What follows belongs to an exercise in optimizing a design on an open flow for small area, a short achievable clock period and few clock cycles per item; a production flow would make more cautious choices. Function was checked by simulation only, so behaviour that the tests miss may differ from the original. Power is estimated from default activity; no workload was simulated.

## next_fit_slot_allocator_top
module next_fit_slot_allocator_top #(
  parameter int unsigned NUM_SLOTS = nfsa_pkg::NUM_SLOTS_DEF
) (
  input  logic                          clk,
  input  logic                          rst_n,
  input  logic                          start,
  output logic                          busy,
  input  logic                          in_op,
  input  logic [nfsa_pkg::SLOT_W-1:0]   in_slot_index,
  output logic                          out_valid,
  output logic [nfsa_pkg::SLOT_W-1:0]   out_slot_out,
  output logic [nfsa_pkg::STATUS_W-1:0] out_status,
  output logic [nfsa_pkg::COUNT_W-1:0]  out_slots_in_use
);
  logic                        s1_valid;
  logic                        s1_op;
  logic [nfsa_pkg::SLOT_W-1:0] s1_idx;
  nfsa_ctrl u_ctrl (
    .clk      (clk),
    .rst_n    (rst_n),
    .start    (start),
    .in_op    (in_op),
    .in_idx   (in_slot_index),
    .busy     (busy),
    .s1_valid (s1_valid),
    .s1_op    (s1_op),
    .s1_idx   (s1_idx)
  );
  nfsa_dp #(
    .NUM_SLOTS (NUM_SLOTS)
  ) u_dp (
    .clk              (clk),
    .rst_n            (rst_n),
    .s1_valid         (s1_valid),
    .s1_op            (s1_op),
    .s1_idx           (s1_idx),
    .out_valid        (out_valid),
    .out_slot_out     (out_slot_out),
    .out_status       (out_status),
    .out_slots_in_use (out_slots_in_use)
  );
endmodule
make LEC_CHECK=0 CAP_MARGIN=20 CORE_MARGIN=2 CORE_UTILIZATION=40 CTS_CLUSTER_DIAMETER=150 CTS_CLUSTER_SIZE=20 PLACE_DENSITY=0.75 SETUP_SLACK_MARGIN=3.0 SLEW_MARGIN=20 TNS_END_PERCENT=0 finish   # period 6.5 ns
run.sh (not shown) runs the stock make flow with config.mk's settings and CLKGATE_MAP_FILE= SYNTH_SCRIPT=/design/flow/synth_recipe.tcl, a recipe that flattens the netlist after the stock synthesis.
Testbench counts at the start, summed over its fixed seeds: cycles 48,024, items 48,000.
Then changed:
--- a/flow/design.v
+++ b/flow/design.v
@@ -309,42 +309,34 @@
   end
   logic [AW-1:0]     raddr;
   logic [WORD_W-1:0] rdata;
   always_comb begin
     if (s1_op)                     raddr = s1_idx[SLOT_W-1:BIT_W];
     else if (mv_q)                 raddr = nnw_q;
     else                           raddr = nw_q;
   end
-  logic              wq_v;
-  logic [AW-1:0]     wq_a;
-  logic [WORD_W-1:0] wq_d;
-  logic              fwd_s2, fwd_q;
-  assign fwd_s2 = (we & (wa == raddr)) | (~s1_op & is_free & gap1);
-  assign fwd_q  = wq_v & (wq_a == raddr);
-  assign rdata  = fwd_s2 ? wd : (fwd_q ? wq_d : mem[raddr]);
+  assign rdata = ((we & (wa == raddr)) | (~s1_op & is_free & gap1)) ? wd : mem[raddr];
+  logic              rst_q;
   logic [WORD_W-1:0] row_wd;
   logic              row_full;
-  logic rst_q;
-  assign row_wd   = rst_q ? wq_d : '0;
+  assign row_wd   = rst_q ? wd : '0;
   assign row_full = rst_q & ~s2_op & a_full;
   for (genvar w = 0; w < NWORDS; w++) begin : g_row
-    logic row_we, row_fe;
-    assign row_we = ~rst_q | (wq_v & (wq_a == AW'(w)));
-    assign row_fe = ~rst_q | (we & (wa == AW'(w)));
+    logic row_we;
+    assign row_we = ~rst_q | (we & (wa == AW'(w)));
     always_ff @(posedge clk) begin
-      if (row_we) mem[w]    <= row_wd;
-      if (row_fe) full_q[w] <= row_full;
+      if (row_we) begin
+        mem[w]    <= row_wd;
+        full_q[w] <= row_full;
+      end
     end
   end
   always_ff @(posedge clk) begin
     rst_q <= rst_n;
-    wq_v  <= we;
-    wq_a  <= wa;
-    wq_d  <= wd;
   end
   always_ff @(posedge clk) begin
     rd_q <= rdata;
   end
   logic [COUNT_W-1:0] cnt_inc, cnt_dec, cnt_d;
   for (genvar i = 0; i < COUNT_W; i++) begin : g_cnt
     localparam logic [COUNT_W-1:0] LOW = (COUNT_W'(1) << i) - COUNT_W'(1);
     assign cnt_inc[i] = cnt_q[i] ^ (&(cnt_q | ~LOW));
Power barely changes.
Hold slack improves by 3.1 ps.
Register-to-register slack degrades by 40 ps.
Cell area went down by 0.64%.
Setup slack degrades by 35 ps.
Cell count went down by about 1.7%.
Non-clock buffer count went up by 5.
Utilization went up by 0.26 points.
Area after synthesis went down by about 1.3%.
Synthesized cell count went down by about 3%.
Global-route usage went up by 0.73 points.
Die area went down by about 1.3%.
Testbench counts after the change, summed over its fixed seeds: cycles 48,024, items 48,000.

========
## build 27
Another version of the RTL of next_fit_slot_allocator_top (not shown whole).
Size: about 6,100 cells after synthesis, ~99,000 um2 of cells after synthesis.
make LEC_CHECK=0 CAP_MARGIN=20 CORE_MARGIN=2 CORE_UTILIZATION=40 CTS_CLUSTER_DIAMETER=150 CTS_CLUSTER_SIZE=20 PLACE_DENSITY=0.75 SETUP_SLACK_MARGIN=3.0 SLEW_MARGIN=20 TNS_END_PERCENT=0 finish   # period 6.5 ns
Looking at the reports, build 27 completed the entire flow and the layout it produced met the timing, DRC and antenna checks.
Testbench counts of build 27, summed over its fixed seeds: cycles 48,024, items 48,000.
--- input diff build 27..build 6 ---
--- a/flow/design.v
+++ b/flow/design.v
@@ -204,20 +204,21 @@
   logic [WORD_W-1:0]             rd_q;
   logic                          s2_valid;
   logic                          s2_op;
   logic                          is_alloc;   
   logic                          is_free;    
   logic                          mv_q;       
   logic [SLOT_W-1:0]             s2_idx;
   logic                out_valid_q;
   logic [SLOT_W-1:0]   out_slot_q;
   logic [STATUS_W-1:0] out_status_q;
+  logic [COUNT_W-1:0]  out_count_q;
   logic [AW-1:0]     iw;
   logic [WORD_W-1:0] ib_oh;
   logic [WORD_W-1:0] cand_hi;
   logic              use_rd, low_any, a_ok, moved;
   logic [WORD_W-1:0] oh_hi, oh_rd, oh_lo, a_oh;
   logic [WORD_W-1:0] wd_alloc, wd_free;
   logic [AW-1:0]     a_word;
   logic              a_full, used;
   logic              we;
   logic [AW-1:0]     wa;
@@ -394,32 +395,33 @@
       s2_valid <= s1_valid;
       is_alloc <= s1_valid & ~s1_op;
       is_free  <= s1_valid & s1_op;
       mv_q     <= s1_valid & ~s1_op & ~hh_d & nwv_d;
       out_valid_q <= s2_valid;
     end
   end
   always_ff @(posedge clk) begin
     s2_op  <= s1_op;
     s2_idx <= s1_idx;
+    out_count_q <= cnt_d;
     if (s2_op) begin
       out_slot_q   <= s2_idx;
       out_status_q <= used ? STAT_OK : STAT_NOT_USED;
     end else begin
       out_slot_q   <= a_ok ? {a_word, enc32(a_oh)} : '0;
       out_status_q <= a_ok ? STAT_OK : STAT_FULL;
     end
   end
   assign out_valid        = out_valid_q;
   assign out_slot_out     = out_slot_q;
   assign out_status       = out_status_q;
-  assign out_slots_in_use = cnt_q;
+  assign out_slots_in_use = out_count_q;
 endmodule
 module next_fit_slot_allocator_top #(
   parameter int unsigned NUM_SLOTS = nfsa_pkg::NUM_SLOTS_DEF
 ) (
   input  logic                          clk,
   input  logic                          rst_n,
   input  logic                          start,
   output logic                          busy,
   input  logic                          in_op,
   input  logic [nfsa_pkg::SLOT_W-1:0]   in_slot_index,
- When the final numbers for build 27 and build 6 were put side by side, the met2 routed wirelength turned out to be smaller in build 27.
- Build 27 → build 6: total nets after synthesis went up by 67, fraction of area in clock buffers and inverters was more or less identical, part of the power in registers went down by 0.5 points, post-CTS setup buffer count went up by 60.
- Looking at start point of the critical path, the u_dp.nnw_q[5] result is from build 6; the u_dp.nnw_q[0] one comes from build 27.
- Build 6 vs. build 27: first-iteration DRC count went up by 231.
Testbench counts of build 6, summed over its fixed seeds: cycles 48,024, items 48,000.

port drivers added, routing unchanged:
In the flow no input, the clock included, has a driving cell. The finished layouts below were timed again as built, in two steps. Step 1 (the two cells are an assumption about what drives the block):
set clk [get_ports {clk}]
set_driving_cell -lib_cell sky130_fd_sc_hd__clkbuf_16 $clk
set_driving_cell -lib_cell sky130_fd_sc_hd__buf_2 [delete_from_list [all_inputs] $clk]
Step 2 times the ports against the registers' clock, not the clock port: input delays grow and output delays shrink by t, the midpoint of the rising clock arrivals with the driver on. Three values: ideal ports, drivers, drivers and shift; two values: the first two.
| run | shift t [ns] | setup WS [ns] | slew at the worst register clock pin (ns) |
|---|---|---|---|
| the first run of note 1 | 0.888 | 2.627 / 2.627 / 2.627 | 0.10 / 0.10 |
| the second run of note 1 | 0.895 | 2.592 / 2.592 / 2.228 | 0.12 / 0.12 |
| build 27 | 0.910 | 2.603 / 2.603 / 2.603 | 0.10 / 0.10 |
| build 6 | 0.911 | 2.663 / 2.663 / 2.663 | 0.10 / 0.10 |
After both steps setup and hold are still met in every run listed. For the second run of note 1, which loses most, drivers alone change the setup slack by 0.000 ns; drivers and shift together by -0.364 ns.
